Background: an optimization exercise with open tools, aiming at small area, a short achievable clock period and few clock cycles. Do not read the settings as production practice. No functional check of the RTL was part of any run shown here.

==> flow/design.v (outline; a module is shown in full before it is edited, if it fits) <==
// module matmul_sequencer: 1476 lines
module matmul_sequencer (
  input  logic       clk,
  input  logic       rst,
  input  logic       rx_valid,
  input  logic [7:0] rx_data,
  output logic [7:0] tx_data,
  output logic       tx_valid,
  input  logic       tx_ready,
  output logic       busy,
  output logic       done,
  output logic       err
);
  // ...
==> flow/flow/run.sh <==
#!/bin/bash
set -euo pipefail
bash standard.sh SETUP_SLACK_MARGIN=7.65 CTS_CLUSTER_SIZE=25 CTS_CLUSTER_DIAMETER=70 finish > standard.log 2>&1
==> flow/standard.sh <==
#!/bin/bash
# synth_recipe.tcl (not shown) runs the flow's synth.tcl, then flattens the netlist and writes it again
# the make line also repeats each setting of config.mk as NAME=value (left out here)
make -C /OpenROAD-flow-scripts/flow DESIGN_CONFIG=/design/flow/config.mk WORK_HOME=/design/flow/orfs CLKGATE_MAP_FILE= SYNTH_SCRIPT=/design/flow/synth_recipe.tcl "${@:-finish}"
==> flow/config.mk <==
export PLATFORM = sky130hd
export DESIGN_NAME = matmul_sequencer
export DESIGN_NICKNAME = matmul_sequencer
export VERILOG_FILES = /design/flow/design.v
export SDC_FILE = /design/flow/constraint.sdc
export NUM_CORES = 4
export LEC_CHECK = 0
export CAP_MARGIN = 20
export CORE_MARGIN = 2
export CORE_UTILIZATION = 40
export PLACE_DENSITY = 0.6
export SLEW_MARGIN = 20
==> flow/constraint.sdc <==
create_clock -name core_clock -period 11.0 [get_ports {clk}]
set_input_delay 2.2000 -clock core_clock [delete_from_list [all_inputs] [get_ports {clk}]]
set_output_delay 2.2000 -clock core_clock [all_outputs]
set_load 0.01 [all_outputs]
==> impl_results.md, run 1 <==
- Clock root cell: clkbuf_16
- Critical path required time: 11.56 ns
- Status: no timing/DRC/antenna violations
- Post-Synth Simple-Gate Area: 4.86%
- Main synth FF type: dfxtp_1
- Layout cells sized above 1: 20.9%
- M3 GR Usage: 2.67%
- Dominant cells by area after synthesis: dfxtp_1, fa_1, edfxtp_1
- Number of global-route vias before repair: 30113
- Commonest non-fill, non-tap cell in the layout: dfxtp_1
- # rows: 127
- DRC: 0
- Antenna cells: 2
- Area share of the largest cell type after synthesis: 47.5%
- Hold-fix buffers at CTS: 0
- GR peak layer: met2
- Syn-to-layout area delta: 14.6%
- H-tree Lvls: 2
- Setup TNS: 0 ns
- Multi-input combinational area share: 36.5%
- Gr ovfl total: 0
- Register share of the cell area: 49.2%
- End of the critical path: cut_q[70]
- Register Area: 0.0273 mm²
- Clock latency on the worst-skew pair: 0.69 ns
==> run 2, diff against run 1 <==
--- a/flow/design.v
+++ b/flow/design.v
@@ -24,31 +24,40 @@
   logic [31:0] ains [0:3];
   logic [31:0] cins [0:3];
   logic        s2v_q, s2fin_q, s2last_q;
   logic [1:0]  s2j_q;
   logic        wfin_q;
   logic [1:0]  wfj_q;
   logic [2:0]  fcol_q;
   logic [31:0] w_q;
-  logic        wv_q, wlast_q;
+  logic        wv_q, wlast_q, sv_q, slast_q;
+  logic [7:0]  s_q;
   logic [1:0]  wb_q, oi_q, oj_q;
   logic        oall_q;
   logic [7:0]  tx_data_q;
   logic        tx_valid_q, tx_last_q;
   logic        rxv, wend, hdr_ok, bload, going_busy, awe;
   logic [31:0] word_d;
   assign rxv    = rx_valid & ~busy_q;
   assign wend   = rxv & (bcnt_q == 2'd3);
   assign word_d = {word_q, rx_data};
   assign hdr_ok = ~nz_q & (rx_data[7:3] == 5'd0) & (rx_data[2:0] != 3'd0) &
                   ~(rx_data[2] & (rx_data[1:0] != 2'd0));
   assign bload  = wend & (st_q == S_B);
   assign going_busy = bload & (ci_q == nm1_q) & (ck_q == pm1_q);
-  assign awe    = apend_q & ((lph_q + 2'd1) == tr_q);
+  function automatic logic [1:0] sig(input logic [1:0] ph);
+    unique case (ph)
+      2'd0:    sig = 2'd0;
+      2'd1:    sig = 2'd2;
+      2'd2:    sig = 2'd3;
+      default: sig = 2'd1;
+    endcase
+  endfunction
+  assign awe    = apend_q & (sig(lph_q + 2'd1) == tr_q);
   always_ff @(posedge clk) begin
     if (rxv) word_q <= word_d[23:0];
     if (wend) hw_q <= word_d;
   end
   always_comb begin
     for (int k = 0; k < 4; k++) begin
       ains[k] = (awe && tk_q == 2'(k)) ? hw_q : ar[k][3];
     end
@@ -96,17 +105,17 @@
     pp[16] = '0;
     for (int i = 0; i < 16; i++) begin
       logic [31:0] sel;
       sel = ({32{bone_q[i]}} & hw_q) | ({32{btwo_q[i]}} & hx[31:0]);
       pp[i] = (sel ^ {32{bneg_q[i]}}) << (2*i);
       pp[16][2*i] = bneg_q[i];
     end
   end
-  localparam int NB = 74;
+  localparam int NB = 93;
   logic [NB-1:0] cut_d, cut_q;
   logic s1;
   logic c1;
   logic s2;
   logic c2;
   logic s3;
   logic c3;
   logic s4;
@@ -1074,33 +1083,60 @@
   assign s228 = c183 ^ s185 ^ c184;
   assign c228 = (c183 & s185) | (c183 & c184) | (s185 & c184);
   assign s229 = c185 ^ s187 ^ c186;
   assign c229 = (c185 & s187) | (c185 & c186) | (s187 & c186);
   assign s230 = c187 ^ s189 ^ c188;
   assign c230 = (c187 & s189) | (c187 & c188) | (s189 & c188);
   assign s231 = c189 ^ c190 ^ s191;
   assign c231 = (c189 & c190) | (c189 & s191) | (c190 & s191);
-  assign s232 = c191 ^ s193 ^ c192;
-  assign c232 = (c191 & s193) | (c191 & c192) | (s193 & c192);
-  assign s233 = c193 ^ s195 ^ c194;
-  assign c233 = (c193 & s195) | (c193 & c194) | (s195 & c194);
-  assign s234 = c195 ^ s197 ^ c196;
-  assign c234 = (c195 & s197) | (c195 & c196) | (s197 & c196);
-  assign s235 = c197 ^ s199 ^ c198;
-  assign c235 = (c197 & s199) | (c197 & c198) | (s199 & c198);
-  assign s236 = c199 ^ s201 ^ c200;
-  assign c236 = (c199 & s201) | (c199 & c200) | (s201 & c200);
-  assign s237 = c201 ^ s203 ^ c202;
-  assign c237 = (c201 & s203) | (c201 & c202) | (s203 & c202);
-  assign s238 = c203 ^ s205 ^ c204;
-  assign c238 = (c203 & s205) | (c203 & c204) | (s205 & c204);
-  assign s239 = c205 ^ s207 ^ c206;
-  assign c239 = (c205 & s207) | (c205 & c206) | (s207 & c206);
-  assign s240 = s209 ^ c207 ^ s210;
+  assign cut_d[0] = c191;
+  assign cut_d[1] = s193;
+  assign cut_d[2] = c192;
+  assign s232 = cut_q[0] ^ cut_q[1] ^ cut_q[2];
+  assign c232 = (cut_q[0] & cut_q[1]) | (cut_q[0] & cut_q[2]) | (cut_q[1] & cut_q[2]);
+  assign cut_d[3] = c193;
+  assign cut_d[4] = s195;
+  assign cut_d[5] = c194;
+  assign s233 = cut_q[3] ^ cut_q[4] ^ cut_q[5];
+  assign c233 = (cut_q[3] & cut_q[4]) | (cut_q[3] & cut_q[5]) | (cut_q[4] & cut_q[5]);
+  assign cut_d[6] = c195;
+  assign cut_d[7] = s197;
+  assign cut_d[8] = c196;
+  assign s234 = cut_q[6] ^ cut_q[7] ^ cut_q[8];
+  assign c234 = (cut_q[6] & cut_q[7]) | (cut_q[6] & cut_q[8]) | (cut_q[7] & cut_q[8]);
+  assign cut_d[9] = c197;
+  assign cut_d[10] = s199;
+  assign cut_d[11] = c198;
+  assign s235 = cut_q[9] ^ cut_q[10] ^ cut_q[11];
+  assign c235 = (cut_q[9] & cut_q[10]) | (cut_q[9] & cut_q[11]) | (cut_q[10] & cut_q[11]);
+  assign cut_d[12] = c199;
+  assign cut_d[13] = s201;
+  assign cut_d[14] = c200;
+  assign s236 = cut_q[12] ^ cut_q[13] ^ cut_q[14];
+  assign c236 = (cut_q[12] & cut_q[13]) | (cut_q[12] & cut_q[14]) | (cut_q[13] & cut_q[14]);
+  assign cut_d[15] = c201;
+  assign cut_d[16] = s203;
+  assign cut_d[17] = c202;
+  assign s237 = cut_q[15] ^ cut_q[16] ^ cut_q[17];
+  assign c237 = (cut_q[15] & cut_q[16]) | (cut_q[15] & cut_q[17]) | (cut_q[16] & cut_q[17]);
+  assign cut_d[18] = c203;
+  assign cut_d[19] = s205;
+  assign cut_d[20] = c204;
+  assign s238 = cut_q[18] ^ cut_q[19] ^ cut_q[20];
+  assign c238 = (cut_q[18] & cut_q[19]) | (cut_q[18] & cut_q[20]) | (cut_q[19] & cut_q[20]);
+  assign cut_d[21] = c205;
+  assign cut_d[22] = s207;
+  assign cut_d[23] = c206;
+  assign s239 = cut_q[21] ^ cut_q[22] ^ cut_q[23];
+  assign c239 = (cut_q[21] & cut_q[22]) | (cut_q[21] & cut_q[23]) | (cut_q[22] & cut_q[23]);
+  assign cut_d[24] = s209;
+  assign cut_d[25] = c207;
+  assign cut_d[26] = s210;
+  assign s240 = cut_q[24] ^ cut_q[25] ^ cut_q[26];
   assign s241 = bneg_q[0] ^ pp[0][0];
   assign c241 = bneg_q[0] & pp[0][0];
   assign s242 = pp[0][1] ^ cadd[1];
   assign c242 = pp[0][1] & cadd[1];
   assign s243 = pp[1][2] ^ s211 ^ cadd[2];
   assign c243 = (pp[1][2] & s211) | (pp[1][2] & cadd[2]) | (s211 & cadd[2]);
   assign s244 = c211 ^ s212 ^ cadd[3];
   assign c244 = (c211 & s212) | (c211 & cadd[3]) | (s212 & cadd[3]);
@@ -1119,172 +1155,164 @@
   assign s251 = s168 ^ c218 ^ s219;
   assign c251 = (s168 & c218) | (s168 & s219) | (c218 & s219);
   assign s252 = s170 ^ c219 ^ s220;
   assign c252 = (s170 & c219) | (s170 & s220) | (c219 & s220);
   assign s253 = s172 ^ c220 ^ s221;
   assign c253 = (s172 & c220) | (s172 & s221) | (c220 & s221);
   assign s254 = s174 ^ c221 ^ s222;
   assign c254 = (s174 & c221) | (s174 & s222) | (c221 & s222);
-  assign s255 = c222 ^ s176 ^ s223;
-  assign c255 = (c222 & s176) | (c222 & s223) | (s176 & s223);
-  assign s256 = s178 ^ c223 ^ s224;
-  assign c256 = (s178 & c223) | (s178 & s224) | (c223 & s224);
-  assign s257 = s180 ^ c224 ^ s225;
-  assign c257 = (s180 & c224) | (s180 & s225) | (c224 & s225);
-  assign s258 = s182 ^ c225 ^ s226;
-  assign c258 = (s182 & c225) | (s182 & s226) | (c225 & s226);
-  assign s259 = s184 ^ c226 ^ s227;
-  assign c259 = (s184 & c226) | (s184 & s227) | (c226 & s227);
-  assign s260 = s186 ^ c227 ^ s228;
-  assign c260 = (s186 & c227) | (s186 & s228) | (c227 & s228);
-  assign s261 = s188 ^ c228 ^ s229;
-  assign c261 = (s188 & c228) | (s188 & s229) | (c228 & s229);
-  assign s262 = s190 ^ c229 ^ s230;
-  assign c262 = (s190 & c229) | (s190 & s230) | (c229 & s230);
-  assign s263 = s192 ^ c230 ^ s231;
-  assign c263 = (s192 & c230) | (s192 & s231) | (c230 & s231);
-  assign cut_d[0] = s194;
-  assign cut_d[1] = c231;
-  assign cut_d[2] = s232;
-  assign s264 = cut_q[0] ^ cut_q[1] ^ cut_q[2];
-  assign c264 = (cut_q[0] & cut_q[1]) | (cut_q[0] & cut_q[2]) | (cut_q[1] & cut_q[2]);
-  assign cut_d[3] = s196;
-  assign cut_d[4] = c232;
-  assign cut_d[5] = s233;
-  assign s265 = cut_q[3] ^ cut_q[4] ^ cut_q[5];
-  assign c265 = (cut_q[3] & cut_q[4]) | (cut_q[3] & cut_q[5]) | (cut_q[4] & cut_q[5]);
-  assign cut_d[6] = s198;
-  assign cut_d[7] = c233;
-  assign cut_d[8] = s234;
-  assign s266 = cut_q[6] ^ cut_q[7] ^ cut_q[8];
-  assign c266 = (cut_q[6] & cut_q[7]) | (cut_q[6] & cut_q[8]) | (cut_q[7] & cut_q[8]);
-  assign cut_d[9] = s200;
-  assign cut_d[10] = c234;
-  assign cut_d[11] = s235;
-  assign s267 = cut_q[9] ^ cut_q[10] ^ cut_q[11];
-  assign c267 = (cut_q[9] & cut_q[10]) | (cut_q[9] & cut_q[11]) | (cut_q[10] & cut_q[11]);
-  assign cut_d[12] = s202;
-  assign cut_d[13] = c235;
-  assign cut_d[14] = s236;
-  assign s268 = cut_q[12] ^ cut_q[13] ^ cut_q[14];
-  assign c268 = (cut_q[12] & cut_q[13]) | (cut_q[12] & cut_q[14]) | (cut_q[13] & cut_q[14]);
-  assign cut_d[15] = s204;
-  assign cut_d[16] = c236;
-  assign cut_d[17] = s237;
-  assign s269 = cut_q[15] ^ cut_q[16] ^ cut_q[17];
-  assign c269 = (cut_q[15] & cut_q[16]) | (cut_q[15] & cut_q[17]) | (cut_q[16] & cut_q[17]);
-  assign cut_d[18] = s206;
-  assign cut_d[19] = c237;
-  assign cut_d[20] = s238;
-  assign s270 = cut_q[18] ^ cut_q[19] ^ cut_q[20];
-  assign c270 = (cut_q[18] & cut_q[19]) | (cut_q[18] & cut_q[20]) | (cut_q[19] & cut_q[20]);
-  assign cut_d[21] = s208;
-  assign cut_d[22] = c238;
-  assign cut_d[23] = s239;
-  assign s271 = cut_q[21] ^ cut_q[22] ^ cut_q[23];
-  assign c271 = (cut_q[21] & cut_q[22]) | (cut_q[21] & cut_q[23]) | (cut_q[22] & cut_q[23]);
-  assign cut_d[24] = c208;
-  assign cut_d[25] = s240;
-  assign cut_d[26] = c239;
-  assign s272 = cut_q[24] ^ cut_q[25] ^ cut_q[26];
-  assign cut_d[27] = cadd[0];
-  assign cut_d[28] = s241;
-  assign cut_d[29] = c241;
-  assign cut_d[30] = s242;
-  assign cut_d[31] = c242;
-  assign cut_d[32] = s243;
-  assign cut_d[33] = c243;
-  assign cut_d[34] = s244;
-  assign cut_d[35] = c244;
-  assign cut_d[36] = s245;
-  assign cut_d[37] = c245;
-  assign cut_d[38] = s246;
-  assign cut_d[39] = c246;
-  assign cut_d[40] = s247;
-  assign cut_d[41] = c247;
-  assign cut_d[42] = s248;
-  assign cut_d[43] = c248;
-  assign cut_d[44] = s249;
-  assign cut_d[45] = c249;
-  assign cut_d[46] = s250;
-  assign cut_d[47] = c250;
-  assign cut_d[48] = s251;
-  assign cut_d[49] = c251;
-  assign cut_d[50] = s252;
-  assign cut_d[51] = c252;
-  assign cut_d[52] = s253;
-  assign cut_d[53] = c253;
-  assign cut_d[54] = s254;
-  assign cut_d[55] = c254;
-  assign cut_d[56] = s255;
-  assign cut_d[57] = c255;
-  assign cut_d[58] = s256;
-  assign cut_d[59] = c256;
-  assign cut_d[60] = s257;
-  assign cut_d[61] = c257;
-  assign cut_d[62] = s258;
-  assign cut_d[63] = c258;
-  assign cut_d[64] = s259;
-  assign cut_d[65] = c259;
-  assign cut_d[66] = s260;
-  assign cut_d[67] = c260;
-  assign cut_d[68] = s261;
-  assign cut_d[69] = c261;
-  assign cut_d[70] = s262;
-  assign cut_d[71] = c262;
-  assign cut_d[72] = s263;
-  assign cut_d[73] = c263;
-  assign t_s[0] = cut_q[27];
-  assign t_c[0] = cut_q[28];
-  assign t_s[1] = cut_q[29];
-  assign t_c[1] = cut_q[30];
-  assign t_s[2] = cut_q[31];
-  assign t_c[2] = cut_q[32];
-  assign t_s[3] = cut_q[33];
-  assign t_c[3] = cut_q[34];
-  assign t_s[4] = cut_q[35];
-  assign t_c[4] = cut_q[36];
-  assign t_s[5] = cut_q[37];
-  assign t_c[5] = cut_q[38];
-  assign t_s[6] = cut_q[39];
-  assign t_c[6] = cut_q[40];
-  assign t_s[7] = cut_q[41];
-  assign t_c[7] = cut_q[42];
-  assign t_s[8] = cut_q[43];
-  assign t_c[8] = cut_q[44];
-  assign t_s[9] = cut_q[45];
-  assign t_c[9] = cut_q[46];
-  assign t_s[10] = cut_q[47];
-  assign t_c[10] = cut_q[48];
-  assign t_s[11] = cut_q[49];
-  assign t_c[11] = cut_q[50];
-  assign t_s[12] = cut_q[51];
-  assign t_c[12] = cut_q[52];
-  assign t_s[13] = cut_q[53];
-  assign t_c[13] = cut_q[54];
-  assign t_s[14] = cut_q[55];
-  assign t_c[14] = cut_q[56];
-  assign t_s[15] = cut_q[57];
-  assign t_c[15] = cut_q[58];
-  assign t_s[16] = cut_q[59];
-  assign t_c[16] = cut_q[60];
-  assign t_s[17] = cut_q[61];
-  assign t_c[17] = cut_q[62];
-  assign t_s[18] = cut_q[63];
-  assign t_c[18] = cut_q[64];
-  assign t_s[19] = cut_q[65];
-  assign t_c[19] = cut_q[66];
-  assign t_s[20] = cut_q[67];
-  assign t_c[20] = cut_q[68];
-  assign t_s[21] = cut_q[69];
-  assign t_c[21] = cut_q[70];
-  assign t_s[22] = cut_q[71];
-  assign t_c[22] = cut_q[72];
-  assign t_s[23] = cut_q[73];
+  assign cut_d[27] = c222;
+  assign cut_d[28] = s176;
+  assign cut_d[29] = s223;
+  assign s255 = cut_q[27] ^ cut_q[28] ^ cut_q[29];
+  assign c255 = (cut_q[27] & cut_q[28]) | (cut_q[27] & cut_q[29]) | (cut_q[28] & cut_q[29]);
+  assign cut_d[30] = s178;
+  assign cut_d[31] = c223;
+  assign cut_d[32] = s224;
+  assign s256 = cut_q[30] ^ cut_q[31] ^ cut_q[32];
+  assign c256 = (cut_q[30] & cut_q[31]) | (cut_q[30] & cut_q[32]) | (cut_q[31] & cut_q[32]);
+  assign cut_d[33] = s180;
+  assign cut_d[34] = c224;
+  assign cut_d[35] = s225;
+  assign s257 = cut_q[33] ^ cut_q[34] ^ cut_q[35];
+  assign c257 = (cut_q[33] & cut_q[34]) | (cut_q[33] & cut_q[35]) | (cut_q[34] & cut_q[35]);
+  assign cut_d[36] = s182;
+  assign cut_d[37] = c225;
+  assign cut_d[38] = s226;
+  assign s258 = cut_q[36] ^ cut_q[37] ^ cut_q[38];
+  assign c258 = (cut_q[36] & cut_q[37]) | (cut_q[36] & cut_q[38]) | (cut_q[37] & cut_q[38]);
+  assign cut_d[39] = s184;
+  assign cut_d[40] = c226;
+  assign cut_d[41] = s227;
+  assign s259 = cut_q[39] ^ cut_q[40] ^ cut_q[41];
+  assign c259 = (cut_q[39] & cut_q[40]) | (cut_q[39] & cut_q[41]) | (cut_q[40] & cut_q[41]);
+  assign cut_d[42] = s186;
+  assign cut_d[43] = c227;
+  assign cut_d[44] = s228;
+  assign s260 = cut_q[42] ^ cut_q[43] ^ cut_q[44];
+  assign c260 = (cut_q[42] & cut_q[43]) | (cut_q[42] & cut_q[44]) | (cut_q[43] & cut_q[44]);
+  assign cut_d[45] = s188;
+  assign cut_d[46] = c228;
+  assign cut_d[47] = s229;
+  assign s261 = cut_q[45] ^ cut_q[46] ^ cut_q[47];
+  assign c261 = (cut_q[45] & cut_q[46]) | (cut_q[45] & cut_q[47]) | (cut_q[46] & cut_q[47]);
+  assign cut_d[48] = s190;
+  assign cut_d[49] = c229;
+  assign cut_d[50] = s230;
+  assign s262 = cut_q[48] ^ cut_q[49] ^ cut_q[50];
+  assign c262 = (cut_q[48] & cut_q[49]) | (cut_q[48] & cut_q[50]) | (cut_q[49] & cut_q[50]);
+  assign cut_d[51] = s192;
+  assign cut_d[52] = c230;
+  assign cut_d[53] = s231;
+  assign s263 = cut_q[51] ^ cut_q[52] ^ cut_q[53];
+  assign c263 = (cut_q[51] & cut_q[52]) | (cut_q[51] & cut_q[53]) | (cut_q[52] & cut_q[53]);
+  assign cut_d[54] = s194;
+  assign cut_d[55] = c231;
+  assign s264 = cut_q[54] ^ cut_q[55] ^ s232;
+  assign c264 = (cut_q[54] & cut_q[55]) | (cut_q[54] & s232) | (cut_q[55] & s232);
+  assign cut_d[56] = s196;
+  assign s265 = cut_q[56] ^ c232 ^ s233;
+  assign c265 = (cut_q[56] & c232) | (cut_q[56] & s233) | (c232 & s233);
+  assign cut_d[57] = s198;
+  assign s266 = cut_q[57] ^ c233 ^ s234;
+  assign c266 = (cut_q[57] & c233) | (cut_q[57] & s234) | (c233 & s234);
+  assign cut_d[58] = s200;
+  assign s267 = cut_q[58] ^ c234 ^ s235;
+  assign c267 = (cut_q[58] & c234) | (cut_q[58] & s235) | (c234 & s235);
+  assign cut_d[59] = s202;
+  assign s268 = cut_q[59] ^ c235 ^ s236;
+  assign c268 = (cut_q[59] & c235) | (cut_q[59] & s236) | (c235 & s236);
+  assign cut_d[60] = s204;
+  assign s269 = cut_q[60] ^ c236 ^ s237;
+  assign c269 = (cut_q[60] & c236) | (cut_q[60] & s237) | (c236 & s237);
+  assign cut_d[61] = s206;
+  assign s270 = cut_q[61] ^ c237 ^ s238;
+  assign c270 = (cut_q[61] & c237) | (cut_q[61] & s238) | (c237 & s238);
+  assign cut_d[62] = s208;
+  assign s271 = cut_q[62] ^ c238 ^ s239;
+  assign c271 = (cut_q[62] & c238) | (cut_q[62] & s239) | (c238 & s239);
+  assign cut_d[63] = c208;
+  assign s272 = cut_q[63] ^ s240 ^ c239;
+  assign cut_d[64] = cadd[0];
+  assign cut_d[65] = s241;
+  assign cut_d[66] = c241;
+  assign cut_d[67] = s242;
+  assign cut_d[68] = c242;
+  assign cut_d[69] = s243;
+  assign cut_d[70] = c243;
+  assign cut_d[71] = s244;
+  assign cut_d[72] = c244;
+  assign cut_d[73] = s245;
+  assign cut_d[74] = c245;
+  assign cut_d[75] = s246;
+  assign cut_d[76] = c246;
+  assign cut_d[77] = s247;
+  assign cut_d[78] = c247;
+  assign cut_d[79] = s248;
+  assign cut_d[80] = c248;
+  assign cut_d[81] = s249;
+  assign cut_d[82] = c249;
+  assign cut_d[83] = s250;
+  assign cut_d[84] = c250;
+  assign cut_d[85] = s251;
+  assign cut_d[86] = c251;
+  assign cut_d[87] = s252;
+  assign cut_d[88] = c252;
+  assign cut_d[89] = s253;
+  assign cut_d[90] = c253;
+  assign cut_d[91] = s254;
+  assign cut_d[92] = c254;
+  assign t_s[0] = cut_q[64];
+  assign t_c[0] = cut_q[65];
+  assign t_s[1] = cut_q[66];
+  assign t_c[1] = cut_q[67];
+  assign t_s[2] = cut_q[68];
+  assign t_c[2] = cut_q[69];
+  assign t_s[3] = cut_q[70];
+  assign t_c[3] = cut_q[71];
+  assign t_s[4] = cut_q[72];
+  assign t_c[4] = cut_q[73];
+  assign t_s[5] = cut_q[74];
+  assign t_c[5] = cut_q[75];
+  assign t_s[6] = cut_q[76];
+  assign t_c[6] = cut_q[77];
+  assign t_s[7] = cut_q[78];
+  assign t_c[7] = cut_q[79];
+  assign t_s[8] = cut_q[80];
+  assign t_c[8] = cut_q[81];
+  assign t_s[9] = cut_q[82];
+  assign t_c[9] = cut_q[83];
+  assign t_s[10] = cut_q[84];
+  assign t_c[10] = cut_q[85];
+  assign t_s[11] = cut_q[86];
+  assign t_c[11] = cut_q[87];
+  assign t_s[12] = cut_q[88];
+  assign t_c[12] = cut_q[89];
+  assign t_s[13] = cut_q[90];
+  assign t_c[13] = cut_q[91];
+  assign t_s[14] = cut_q[92];
+  assign t_c[14] = s255;
+  assign t_s[15] = c255;
+  assign t_c[15] = s256;
+  assign t_s[16] = c256;
+  assign t_c[16] = s257;
+  assign t_s[17] = c257;
+  assign t_c[17] = s258;
+  assign t_s[18] = c258;
+  assign t_c[18] = s259;
+  assign t_s[19] = c259;
+  assign t_c[19] = s260;
+  assign t_s[20] = c260;
+  assign t_c[20] = s261;
+  assign t_s[21] = c261;
+  assign t_c[21] = s262;
+  assign t_s[22] = c262;
+  assign t_c[22] = s263;
+  assign t_s[23] = c263;
   assign t_c[23] = s264;
   assign t_s[24] = c264;
   assign t_c[24] = s265;
   assign t_s[25] = c265;
   assign t_c[25] = s266;
   assign t_s[26] = c266;
   assign t_c[26] = s267;
   assign t_s[27] = c267;
@@ -1293,41 +1321,45 @@
   assign t_c[28] = s269;
   assign t_s[29] = c269;
   assign t_c[29] = s270;
   assign t_s[30] = c270;
   assign t_c[30] = s271;
   assign t_s[31] = c271;
   assign t_c[31] = s272;
   always_ff @(posedge clk) cut_q <= cut_d;
-  logic        take, txfree, busy_eff, tx_go, w_to_tx, wfree, avail, load, direct;
+  logic        take, txfree, busy_eff, tx_go, from_s, w_to_tx, w_split;
+  logic        wfree, avail, load, direct;
   logic [31:0] src;
   logic [7:0]  wbyte;
   assign take     = tx_valid_q & tx_ready;
   assign txfree   = ~tx_valid_q | tx_ready;
   assign busy_eff = busy_q | going_busy;
   assign tx_go    = txfree & busy_eff;
-  assign w_to_tx  = tx_go & wv_q;
-  assign wfree    = ~wv_q | (w_to_tx & (wb_q == 2'd3));
+  assign from_s   = tx_go & sv_q;
+  assign w_to_tx  = tx_go & ~sv_q & wv_q;
+  assign w_split  = w_to_tx & (wb_q == 2'd2);
+  assign wfree    = ~wv_q | (txfree & busy_q & ~sv_q & wb_q[1]);
   assign src      = cr[oj_q][0];
-  assign avail    = st_q[1] & ~oall_q & ((lph_q + 2'd2) == oi_q) &
+  assign avail    = st_q[1] & ~oall_q & (sig(lph_q - 2'd2) == oi_q) &
                     (({1'b0, oj_q} < fcol_q) | (wfin_q & (wfj_q == oj_q)));
   assign load     = avail & wfree;
-  assign direct   = load & tx_go & ~wv_q;
+  assign direct   = load & tx_go & ~wv_q & ~sv_q;
   always_comb begin
     unique case (wb_q)
       2'd0:    wbyte = w_q[31:24];
       2'd1:    wbyte = w_q[23:16];
       2'd2:    wbyte = w_q[15:8];
       default: wbyte = w_q[7:0];
     endcase
   end
   always_ff @(posedge clk) begin
     if (load) w_q <= src;
-    if (tx_go) tx_data_q <= wv_q ? wbyte : src[31:24];
+    if (w_split) s_q <= w_q[7:0];
+    if (tx_go) tx_data_q <= sv_q ? s_q : (wv_q ? wbyte : src[31:24]);
   end
   always_ff @(posedge clk or posedge rst) begin
     if (rst) begin
       st_q      <= S_HDR;
       bcnt_q    <= '0;
       hcnt_q    <= '0;
       lph_q     <= '0;
       mm1_q     <= '0;
@@ -1350,16 +1382,18 @@
       s2fin_q   <= 1'b0;
       s2last_q  <= 1'b0;
       s2j_q     <= '0;
       wfin_q    <= 1'b0;
       wfj_q     <= '0;
       fcol_q    <= '0;
       wv_q      <= 1'b0;
       wlast_q   <= 1'b0;
+      sv_q      <= 1'b0;
+      slast_q   <= 1'b0;
       wb_q      <= '0;
       oi_q      <= '0;
       oj_q      <= '0;
       oall_q    <= 1'b0;
       tx_valid_q <= 1'b0;
       tx_last_q <= 1'b0;
     end else begin
       done_q <= 1'b0;
@@ -1447,21 +1481,27 @@
           oj_q <= '0;
           if (oi_q == mm1_q) oall_q <= 1'b1;
           else oi_q <= oi_q + 2'd1;
         end else begin
           oj_q <= oj_q + 2'd1;
         end
       end else if (w_to_tx) begin
         wb_q <= wb_q + 2'd1;
-        if (wb_q == 2'd3) wv_q <= 1'b0;
+        if (wb_q[1]) wv_q <= 1'b0;
+      end
+      if (w_split) begin
+        sv_q    <= 1'b1;
+        slast_q <= wlast_q;
+      end else if (from_s) begin
+        sv_q    <= 1'b0;
       end
       if (tx_go) begin
-        tx_valid_q <= wv_q | direct;
-        tx_last_q  <= wv_q & wlast_q & (wb_q == 2'd3);
+        tx_valid_q <= sv_q | wv_q | direct;
+        tx_last_q  <= sv_q ? slast_q : (wv_q & wlast_q & (wb_q == 2'd3));
       end
       if (take && tx_last_q) begin
         done_q <= 1'b1;
         busy_q <= 1'b0;
         st_q   <= S_HDR;
         oi_q   <= '0;
         oj_q   <= '0;
         oall_q <= 1'b0;
==> impl_results.md, run 2 <==
- Buffer depth of the longest clock path: 3 (unchanged)
- Mapped cell area: 0.0500 mm² (was 0.0483 mm²)
- Layout cells sized above 1: 15.2% (was 20.9%)
- I/O pins: 24 (unchanged)
- Worst slew margin: 35.8% (was 39.5%)
- # Max-Cap Violations: 0 (unchanged)
- Main synth FF type: dfxtp_1 (unchanged)
- Total Wirelength: 127000 µm (was 132000 µm)
- Placed cell area: 0.0519 mm² (was 0.0504 mm²)
- Mux contribution to synthesized area: 6.41% (was 6.01%)
- Syn-to-layout area delta: 12.2% (was 14.6%)
- Sink Count: 1327 (was 1298)
- Cell family with the largest share of critical-path delay: flip-flops (was adder cells)
- Gpl congestion: 0.837 (was 0.845)
- Setup TNS: 0 ns (unchanged)
- Largest net degree at the start of global routing: 67 (was 69)
- Part of the Yosys area used for sequential elements: 55.8% (was 56.3%)
- Final instance area: 0.0561 mm² (was 0.0554 mm²)
- Area share of the largest cell type after synthesis: 46.7% (was 47.5%)
- RSZ-0062 raised after global routing: true (unchanged)
- Cell variety after synth: 89 (was 66)
- Starting Density: 40.4% (was 40.3%)
- # rows: 129 (was 127)
- Post-synth EDFFs: 104 (was 96)
- GRT Resource Usage Total: 19.8% (was 20.9%)
- Crit path cell chain: buf_6 (was buf_12, a22oi_2, xor2_1, fa_1, fa_2, inv_1, fa_2, inv_2, fa_1, inv_1, fa_2)
- Clk_skew: 0.0438 ns (was 0.0414 ns)
- FMAX: 292 MHz (was 277 MHz)
- Most frequent cell after synthesis: dfxtp_1 (unchanged)
- XOR/XNOR share of the synthesized area: 6.43% (was 6.63%)
- Post-Syn Nets: 4444 (was 4287)
- Pre-Repair DR Iteration Count: 8 (unchanged)
- DP HPWL: 80400 µm (was 76900 µm)
- Mapped Cells: 4122 (was 3966)
- Post-Synth Simple-Gate Area: 5.04% (was 4.86%)
- Nets: 4447 (was 4326)
- Synth Area per Inst: 12.1 µm² (was 12.2 µm²)
- CP max stage delay: 0.43 ns (was 0.55 ns)
- Worst-Margin Slew: 0.936 ns (was 0.908 ns)
- Initial antenna violation count: 1 (was 2)
- R2r setup slk: 7.64 ns (was 7.39 ns)
- Final setup margin: 7.57 ns (was 7.39 ns)
- Total number of vias: 30122 (was 29711)
- Critical path capture point type: primary output (was flip-flop)
- Gr ovfl total: 0 (unchanged)
- Max stage delay cell, worst path: dfrtp_2 (was fa_2)
- CP Class: reg2out (was reg2reg)
- Clock root cell: clkbuf_16 (unchanged)
- CP max FO: 2 (was 11)
- Commonest non-fill, non-tap cells in the layout: dfxtp_1, inv_1, nand2_1 (was dfxtp_1, nand2_1, inv_1)
- Antenna cells: 0 (was 2)
- Die W: 357 µm (was 352 µm)
- Layout Cells excl Fill: 5809 (was 5644)
- Clock latency on the worst-skew pair: 0.68 ns (was 0.69 ns)
- Worst Setup Start Kind: flip-flop (unchanged)
- Most frequent cells after synthesis: dfxtp_1, inv_1, nand2_1 (was dfxtp_1, inv_1, a22oi_1)
- Compound-Gate Fraction of Synth Area: 10.6% (was 10.3%)
- ANT nets after route: 0 (unchanged)
- Commonest non-fill, non-tap cell in the layout: dfxtp_1 (unchanged)
- Largest family of logic cells by synthesized area: adder cells (unchanged)
- DRC: 0 (unchanged)
- Hold-fix buffers at CTS: 0 (unchanged)
- Asr flop ratio synth: 4.37% (was 4.31%)
- Setup violators final: 0 (unchanged)
- Critical path required time: 8.80 ns (was 11.56 ns)
- Flops & latches, synth: 1327 (was 1298)
- Drt initial violations: 2473 (was 2676)
- Core area: 0.124 mm² (was 0.120 mm²)
- Die area: 0.128 mm² (was 0.124 mm²)
- Wire per inst: 21.8 µm (was 23.3 µm)
- CTS tree: done (unchanged)
- Status: no timing/DRC/antenna violations (unchanged)
- Tmin final: 3.43 ns (was 3.61 ns)
- H-tree Lvls: 3 (was 2)
- Largest regs: ar x512, cr x512, cut_q x93 (was ar x512, cr x512, cut_q x74)
- Clock buffer count from CTS: 73 (was 61)
- Dominant cells by area after synthesis: dfxtp_1, fa_1, edfxtp_1 (unchanged)
- Fin crit share: 31.1% (was 32.8%)
- Die height: 357 µm (was 352 µm)
- Reg clk slew, reported paths: 0.09 ns (was 0.10 ns)
- Worst path bufs/invs: 1 (was 4)
- Post-Synth Adder-Cell Area: 11.2% (was 11.5%)
- DP Worst Slack: 5.31 ns (was 5.77 ns)
- Hold violation count in the final report: 0 (unchanged)
- Placed cells: 5589 (was 5395)
- PortBufs: 23 (unchanged)
- Worst Path Arrival: 1.23 ns (was 4.17 ns)
- First-pass GRT wire length: 192000 µm (was 194000 µm)
- Yosys warns: 6 (unchanged)
- Drt via density: 5.19 (was 5.26)
- Slew Limit Fails: 0 (unchanged)
- Cell taking the most area after synthesis: dfxtp_1 (unchanged)
- Worst hold path class: reg2reg (unchanged)
- Number of global-route vias before repair: 30636 (was 30113)
## run 2: cell types whose count changed after synthesis, moves of 18 or more
| cell | previous run | this run |
|---|---|---|
| inv_1 | 281 | 314 |
| xor2_1 | 143 | 165 |
| o211ai_1 | 8 | 31 |
| nand3_1 | 15 | 39 |
| o21ai_0 | 134 | 190 |
| dfxtp_1 | 1146 | 1165 |
| a221oi_1 | 57 | 9 |
| mux2_2 | 142 | 124 |
| nand2b_1 | 42 | 23 |
| mux2i_1 | 57 | 91 |
| xnor2_1 | 223 | 199 |
| a211o_1 | 3 | 24 |
| clkbuf_1 | 227 | 199 |
## run 2: cell type report
cell class                 count  area [µm²]
fill                       11268       67700
sequential                  1327       27900
multi-input combinational   2213       20500
tap                         1637        2050
clock buffer                  94        2010
timing repair buffer         193        1920
inverter                     315        1210
clock inverter                28         444
timing repair inverter         2        12.5
## run 2: metal layers
layer	global-route usage, %	wire length, µm
met2	32.2	58900
met4	6.86	3780
met3	2.60	6680
met1	27.2	57200
met5	0	0
## run 2: final timing paths
kind                             from         end  depth (start not counted)
setup / recovery               busy_q        busy                          1
hold / removal             ar[12][27]  ar[13][27]                          0
setup reg to reg             cut_q[3]   cr[8][30]                         14
hold reg to reg            ar[12][27]  ar[13][27]                          0
max in group asynchronous         rst     tj_q[0]                          3
min in group asynchronous         rst     pc_q[2]                          3
## run 2: cells by family after synthesis
family / after synthesis
flip-flops: 1327
AO/OA/AOI/OAI: 746
buffers and inverters: 582
AND/OR/NAND/NOR: 533
XOR/XNOR: 365
adder cells (fa/ha/maj): 310
multiplexers: 259
## run 2: repair_timing
action	in CTS	in global routing
gates cloned	4	1
endpoints found under the hold margin	0	0
resized for setup	185	117
buffers inserted	64	29
pin swaps	28	52
endpoints found under the setup margin	251	127
## run 2: per-stage QoR
step	hold slack, ns	utilization (%)
finish	0.310	45.3
global route	0.315	45.3
CTS	0.316	44.7
detailed placement	0.312	41.9
global placement	0.309	41.9
floorplan	0.310	-

[afterwards: timing with drivers on the ports]
The results above use ideal ports. As a check the final layouts listed here were re-extracted and re-timed, cells and wires unchanged. Step 1 (the two cells are an assumption about what drives the block):
set clk [get_ports {clk}]
set_driving_cell -lib_cell sky130_fd_sc_hd__clkbuf_16 $clk
set_driving_cell -lib_cell sky130_fd_sc_hd__buf_2 [delete_from_list [all_inputs] $clk]
Step 2, shift: input delay + t, output delay - t, t = (earliest + latest rising clock arrival at the registers) / 2. This alone moves slack from input paths to output paths. Slacks: ideal ports / drivers / drivers and shift; pairs: ideal ports / drivers.
run | t, ns | setup slack, ns | hold slack, ns
run 1 | 0.741 | 7.389 / 7.389 / 6.682 | 0.316 / 0.316 / 0.316
run 2 | 0.728 | 7.575 / 7.504 / 6.906 | 0.310 / 0.310 / 0.310
After both steps setup and hold are still met in every run listed. The setup slack of run 1, which loses most, moves by 0.000 ns with the drivers and by -0.707 ns with both steps.
